Background: an optimization exercise with open tools, aiming at small area, a short achievable clock period and few clock cycles per item. Do not read the settings as production practice.
Function was checked by simulation only, so behaviour that the tests miss may differ from the original.

[run.sh]
#!/bin/bash
# synth_recipe.tcl (not shown) runs the flow's synth.tcl, then flattens the netlist and writes it again
# the make line also repeats each setting of config.mk as NAME=value (left out here)
make -C /OpenROAD-flow-scripts/flow DESIGN_CONFIG=/design/flow/config.mk WORK_HOME=/design/flow/orfs CLKGATE_MAP_FILE= SYNTH_SCRIPT=/design/flow/synth_recipe.tcl finish
[config.mk]
export PLATFORM = sky130hd
export DESIGN_NAME = alu_arbiter
export DESIGN_NICKNAME = alu_arbiter
export VERILOG_FILES = /design/flow/design.v
export SDC_FILE = /design/flow/constraint.sdc
export NUM_CORES = 4
export LEC_CHECK = 0
export CAP_MARGIN = 20
export CORE_MARGIN = 2
export CORE_UTILIZATION = 40
export SLEW_MARGIN = 20
[constraint.sdc]
create_clock -name core_clock -period 70.0 [get_ports {clk}]
set_input_delay 14.0000 -clock core_clock [delete_from_list [all_inputs] [get_ports {clk}]]
set_output_delay 14.0000 -clock core_clock [all_outputs]
set_load 0.01 [all_outputs]
[design.v]
package alu_arb_pkg;
    localparam logic [3:0] OP_ADD  = 4'h0;
    localparam logic [3:0] OP_SUB  = 4'h1;
    localparam logic [3:0] OP_MUL  = 4'h2;
    localparam logic [3:0] OP_UDIV = 4'h3;
    localparam logic [3:0] OP_SHL  = 4'h4;
    localparam logic [3:0] OP_SHR  = 4'h5;
    localparam logic [3:0] OP_ROTL = 4'h6;
    localparam logic [3:0] OP_ROTR = 4'h7;
    localparam logic [3:0] OP_AND  = 4'h8;
    localparam logic [3:0] OP_OR   = 4'h9;
    localparam logic [3:0] OP_NOR  = 4'hA;
    localparam logic [3:0] OP_NAND = 4'hB;
    localparam logic [3:0] OP_XOR  = 4'hC;
    localparam logic [3:0] OP_XNOR = 4'hD;
    localparam logic [3:0] OP_GT   = 4'hE;
    localparam logic [3:0] OP_EQ   = 4'hF;
    localparam logic [63:0] DIV0_RESULT = '1;
    typedef enum logic [1:0] {
        ST_IDLE = 2'd0,
        ST_EXEC = 2'd1,
        ST_RESP = 2'd2
    } arb_state_t;
endpackage
module alu_arb_core
#(
    parameter int unsigned WORDSIZE      = 32,
    parameter int unsigned SEL_LINE_SIZE = 4
) (
    input  logic [WORDSIZE-1:0]      a,
    input  logic [WORDSIZE-1:0]      b,
    input  logic [SEL_LINE_SIZE-1:0] sel,
    output logic [WORDSIZE-1:0]      result,
    output logic                     carry
);
    logic [WORDSIZE:0] sum;
    always_comb begin
        result = '0;
        carry  = 1'b0;
        sum    = '0;
        case (sel)
            alu_arb_pkg::OP_ADD: begin
                sum    = {1'b0, a} + {1'b0, b};
                result = sum[WORDSIZE-1:0];
                carry  = sum[WORDSIZE];
            end
            alu_arb_pkg::OP_SUB: begin
                result = a - b;
                carry  = (a < b);
            end
            alu_arb_pkg::OP_MUL:  result = a * b;
            alu_arb_pkg::OP_UDIV: result = (b == '0) ? alu_arb_pkg::DIV0_RESULT[WORDSIZE-1:0] : a / b;
            alu_arb_pkg::OP_SHL:  result = {a[WORDSIZE-2:0], 1'b0};
            alu_arb_pkg::OP_SHR:  result = {1'b0, a[WORDSIZE-1:1]};
            alu_arb_pkg::OP_ROTL: result = {a[WORDSIZE-2:0], a[WORDSIZE-1]};
            alu_arb_pkg::OP_ROTR: result = {a[0], a[WORDSIZE-1:1]};
            alu_arb_pkg::OP_AND:  result = a & b;
            alu_arb_pkg::OP_OR:   result = a | b;
            alu_arb_pkg::OP_NOR:  result = ~(a | b);
            alu_arb_pkg::OP_NAND: result = ~(a & b);
            alu_arb_pkg::OP_XOR:  result = a ^ b;
            alu_arb_pkg::OP_XNOR: result = ~(a ^ b);
            alu_arb_pkg::OP_GT:   result[0] = (a > b);
            alu_arb_pkg::OP_EQ:   result[0] = (a == b);
            default: ;
        endcase
    end
endmodule
module alu_arbiter
#(
    parameter int unsigned WORDSIZE      = 32,
    parameter int unsigned SEL_LINE_SIZE = 4,
    parameter int unsigned NUM_REQ       = 4
) (
    input  logic                              clk,
    input  logic                              rst_n,
    input  logic [NUM_REQ-1:0]                req_valid,
    output logic [NUM_REQ-1:0]                req_ready,
    input  logic [NUM_REQ*WORDSIZE-1:0]       req_a,
    input  logic [NUM_REQ*WORDSIZE-1:0]       req_b,
    input  logic [NUM_REQ*SEL_LINE_SIZE-1:0]  req_sel,
    output logic [NUM_REQ-1:0]                rsp_valid,
    input  logic [NUM_REQ-1:0]                rsp_ready,
    output logic [WORDSIZE-1:0]               rsp_result,
    output logic                              rsp_carry,
    output logic                              busy
);
    localparam int unsigned IDX_W = (NUM_REQ > 1) ? $clog2(NUM_REQ) : 1;
    alu_arb_pkg::arb_state_t state_q, state_d;
    logic [WORDSIZE-1:0]      a_q, b_q, res_q;
    logic [SEL_LINE_SIZE-1:0] sel_q;
    logic                     carry_q;
    logic [IDX_W-1:0]         owner_q;
    logic [WORDSIZE-1:0]      core_result;
    logic                     core_carry;
    logic [WORDSIZE-1:0]      a_arr   [NUM_REQ];
    logic [WORDSIZE-1:0]      b_arr   [NUM_REQ];
    logic [SEL_LINE_SIZE-1:0] sel_arr [NUM_REQ];
    logic             found;
    logic [IDX_W-1:0] winner;
    logic [IDX_W-1:0] idx;
    logic             accept;
    for (genvar g = 0; g < NUM_REQ; g++) begin : g_unpack
        assign a_arr[g]   = req_a[g*WORDSIZE +: WORDSIZE];
        assign b_arr[g]   = req_b[g*WORDSIZE +: WORDSIZE];
        assign sel_arr[g] = req_sel[g*SEL_LINE_SIZE +: SEL_LINE_SIZE];
    end
    always_comb begin
        found  = 1'b0;
        winner = '0;
        idx    = '0;
        for (int unsigned k = 0; k < NUM_REQ; k++) begin
            idx = IDX_W'(k);
            if (!found && req_valid[idx]) begin
                found  = 1'b1;
                winner = idx;
            end
        end
    end
    always_comb begin
        state_d       = state_q;
        busy          = 1'b0;
        accept        = 1'b0;
        req_ready = '0;
        rsp_valid = '0;
        case (state_q)
            alu_arb_pkg::ST_IDLE: begin
                if (found && rst_n) begin
                    req_ready[winner] = 1'b1;
                    accept                = 1'b1;
                    state_d               = alu_arb_pkg::ST_EXEC;
                end
            end
            alu_arb_pkg::ST_EXEC: begin
                busy    = 1'b1;
                state_d = alu_arb_pkg::ST_RESP;
            end
            alu_arb_pkg::ST_RESP: begin
                busy                   = 1'b1;
                rsp_valid[owner_q] = 1'b1;
                if (rsp_ready[owner_q]) state_d = alu_arb_pkg::ST_IDLE;
            end
            default: state_d = alu_arb_pkg::ST_IDLE;
        endcase
    end
    always_ff @(posedge clk) begin
        if (!rst_n) begin
            state_q <= alu_arb_pkg::ST_IDLE;
            a_q     <= '0;
            b_q     <= '0;
            sel_q   <= '0;
            owner_q <= '0;
            res_q   <= '0;
            carry_q <= 1'b0;
        end else begin
            state_q <= state_d;
            if (accept) begin
                a_q     <= a_arr[winner];
                b_q     <= b_arr[winner];
                sel_q   <= sel_arr[winner];
                owner_q <= winner;
            end
            if (state_q == alu_arb_pkg::ST_EXEC) begin
                res_q   <= core_result;
                carry_q <= core_carry;
            end
        end
    end
    assign rsp_result = res_q;
    assign rsp_carry  = carry_q;
    alu_arb_core #(
        .WORDSIZE      (WORDSIZE),
        .SEL_LINE_SIZE (SEL_LINE_SIZE)
    ) u_core (
        .a      (a_q),
        .b      (b_q),
        .sel    (sel_q),
        .result (core_result),
        .carry  (core_carry)
    );
endmodule
==> results.txt <==
- The number of max-slew violations in the final report is 0.
- The vertical die dimension is 377 µm.
- Entering global routing, the biggest net connects 77 pins.
- TritonCTS built the clock tree.
- The post-synth net total is 9,138.
- The buffer depth of the longest clock path is 2.
- The synthesized area per cell is 7.25 µm².
- The maximum fanout along the worst path is 27.
- The distinct cell type count after synthesis is 109.
- The worst pin sits at a relative slew slack of 20.5%.
- The final RePlAce weighted congestion is around 1.1.
- At the pin with the least slew margin, the transition time is 1190 ps.
- On the final layout, the worst clock skew is between 20 and 30 ps.
- The floorplan step defined a die boundary enclosing 142,000 µm².
- For this run, the detailed router's first-pass iteration total came to 11.
- The synthesized design contains 105 register bits.
- The H-tree depth is 3.
- The async set-reset flop share out of synthesis is 0%.
- The cell chosen for the clock root is sky130_fd_sc_hd__clkbuf_16.
- In this run, the number of DRC markers left after iteration 0 of detailed routing was 7,357.
- The cell taking the most area after synthesis is sky130_fd_sc_hd__ha_1.
- 324 I/O pins were placed.
- The via count of the first global-routing pass is slightly above 60,000.
- With fillers left out, the area of the finished cells amounts to 65,600 µm².
- The clock period could shrink to 67,250 ps.
- The fraction of layout instances using a drive strength above 1 is between 10% and 20%.
- The capturing element type of the critical path is a register.
- The largest single stage delay on the critical path is about 580 ps.
- Setup violations remaining at the end of the flow were counted as 0.
- The count of nets left with antenna violations once routing finished came out at 0.
- After synthesis the cells add up to between 50,000 and 60,000 µm².
- The tree built by TritonCTS fans out to approximately 110 sinks.
- The commonest register cell after synthesis is sky130_fd_sc_hd__dfxtp_1.
- The total global-route track usage is 38.2%.
- The placed instances occupy a cell area of 63,200 µm².
- On the critical path, the stage with the largest delay is an instance of sky130_fd_sc_hd__or4_1.
- The final routed wirelength across all metal layers is 282,000 µm.
- The first global-routing pass estimated between 400,000 and 500,000 µm of wire.
- The detailed-route DRC error count is 0.
- The number of instances in the synthesized netlist is 7,692.
- Clock latency on the worst-skew pair, taken at its later pin, is about 420 ps.
- During synthesis, Yosys emitted a total of 5 warnings.
- In the post-route analysis, the smallest setup slack over all paths is 2750 ps.
- The pre-CTS setup slack is -2790 ps.
- The cell seen most often among critical-path stages is sky130_fd_sc_hd__ha_1.
- The floorplan step defined a core boundary enclosing 138,000 µm².
- The class of the worst hold path is reg -> reg.
- The initial antenna violation count came to 14.
- The final route contains 63,100 vias.
- The number of enable flip-flop cells after synthesis is 0.
- The top achievable clock speed is 14.9 MHz.
- The die is approximately 380 µm wide.
- By area the synthesized netlist is led by sky130_fd_sc_hd__ha_1 (17%), sky130_fd_sc_hd__fa_1 (15%), sky130_fd_sc_hd__nand2_1 (6.6%).
- The synthesized design devotes to its leading area cell type 16.9% of total area.
- The total of hold buffers inserted after clock tree synthesis is 0.
- The run finished with no timing, DRC or antenna violations.
- In the routed layout, each cell is associated on average with a via count of 6.36.
- Max-cap violations in this run came to 0.
- The ratio of final minimum period to clock period is 96.1%.
- In this run the core area contains 136 standard-cell rows.
- The wire length per cell is 28.4 µm.
- The final layout contains between 9,000 and 10,000 nets.
- In this run, CTS created clock tree buffers numbering 9.
- The half-perimeter wire length after detailed placement is 220,000 µm.
- Sorting the synthesized cells by how often they occur yields sky130_fd_sc_hd__nand2_1 (986), sky130_fd_sc_hd__ha_1 (754), sky130_fd_sc_hd__nor2_1 (705), sky130_fd_sc_hd__inv_1 (692), sky130_fd_sc_hd__a21oi_1 (580).
- The data arrival time at the worst-slack endpoint is 67,530 ps.
- STA classifies the critical path startpoint as a register.
- The final count of hold timing violations is 0.
- The initial utilization of the core area, before any placement, comes to between 40% and 50%.
- The category of the most critical setup path is reg -> reg.
- The most repeated cell in the gate-level netlist after synthesis is sky130_fd_sc_hd__nand2_1.
- Of the synthesized area, sequential elements account for 3.77%.
- The number of buffer cells added on primary ports is 323.
- The total overflow left after global routing is 0.
- Clock-pin slew was measured on the worst setup and hold paths at about 110 ps.
- The area growth from synthesis to layout is 17.6%.
- The required time of the critical path is 70,270 ps.
- At the end of the flow the core is filled with cells to 47.6%.
[cells in the final DEF (no fill, tap or decap), drive strengths merged, types with 61 or more instances in the layout]
cell type / instances
o21a: 125
xnor2: 271
a222oi: 68
o21ai: 364
inv: 693
a21o: 176
ha: 754
fa: 410
nor3: 187
mux2: 67
a31o: 85
xor2: 176
nand3: 149
a31oi: 104
buf: 486
or3: 61
o211ai: 69
nor2: 706
a21oi: 582
nand2b: 72
nor2b: 65
clkdlybuf4s50: 322
dfxtp: 105
nand2: 986
mux2i: 105
nand4: 69
[critical path, delay by kind of cell, from the launching register on]
family                   cells  cell delay [ps]
buffers and inverters       26             3890
flip-flops                   1              350
adder cells (fa/ha/maj)     31             9540
multiplexers                 7             2290
AO/OA/AOI/OAI              149            32000
AND/OR/NAND/NOR             87            18900
[worst paths after layout]
| check | startpoint | end | slack (ps) | depth (start not counted) |
|---|---|---|---|---|
| worst max-delay path | b_q[29]$_SDFFE_PN0P_ | res_q[0]$_SDFFE_PN0N_ | 2750 | 300 |
| worst min register to register | res_q[1]$_SDFFE_PN0N_ | res_q[1]$_SDFFE_PN0N_ | 440 | 2 |
| worst min-delay path | res_q[1]$_SDFFE_PN0N_ | res_q[1]$_SDFFE_PN0N_ | 440 | 2 |
| worst max register to register | b_q[29]$_SDFFE_PN0P_ | res_q[0]$_SDFFE_PN0N_ | 2750 | 300 |
[registers in the layout, summed over array words and instances (netlist names)]
signal and count:
a_q 32, b_q 32, carry_q 1, owner_q 2, res_q 32, sel_q 4
state_q 2
[repair_timing]
item	in CTS	in global routing
pin swaps	3	79
endpoints found under the hold margin	0	0
gates cloned	2	3
gates resized for setup	49	276
buffers inserted	4	47
setup endpoints to repair	2	2
[logic make-up (layout without fill, tap and decap cells)]
group / Yosys count / count (layout) / share of synthesized area, %
mux: 173 / 173 / 3.29
other cells: 0 / 6 / 0
xor+xnor: 447 / 447 / 7.02
fa+ha+maj: 1164 / 1164 / 31.6
compound gates: 2149 / 2152 / 26.1
simple gates: 2559 / 2559 / 20.7
buf+inv: 1095 / 1526 / 7.47
flops: 105 / 105 / 3.77
[cell type report]
class,instances,area (µm²)
Fill cell,13900,72300
Multi-Input combinational cell,6495,51100
Timing Repair Buffer,808,7100
Inverter,702,2640
Tap cell,1794,2240
Sequential cell,105,2110
Clock buffer,9,225
Clock inverter,7,93.8
Antenna cell,6,15.0
[stage by stage]
stage	hold WS, ps	TNS [ps]	instances
after detailed placement	431	-3090	9848
after CTS	444	0	9870
after floorplan	463	0	7692
final	445	0	9926
after global placement	426	-2300	9848
after global routing	486	-338	9920
[layer usage]
metal	vias up	global-route usage [%]	part of all wire, %
li1	28100	-	-
met5	-	0	0.049
met1	30700	50.2	41
met2	3492	58.6	42
met4	18	19.0	6.0
met3	825	8.91	11
Testbench counts, summed over its fixed seeds: cycles 6,144, items 2,048.

separate check: timing with driven ports:
The results above use ideal ports. As a check the final layout listed here was re-extracted and re-timed, cells and wires unchanged.
Step 1 sets driving cells, clkbuf_16 on the clock port and buf_2 on the other inputs (assumed; they add their load-dependent delay and slew).
Step 2 also shifts input and output timing later by t, the mid clock arrival at the registers, as if the neighbouring blocks saw the same clock.
a / b / c = ideal ports / drivers / drivers and shift; a / b = the first two.
shift t [ns]: 0.487
setup slack, ns: 2.748 / 2.748 / 2.748
worst hold slack (ns): 0.445 / 0.445 / 0.445
worst setup path at the end: register to register
clock arrival spread, ns: 0.028 / 0.027
After both steps this run still meets setup and hold. For this run, drivers alone change the setup slack by 0.000 ns; drivers and shift together by 0.000 ns.
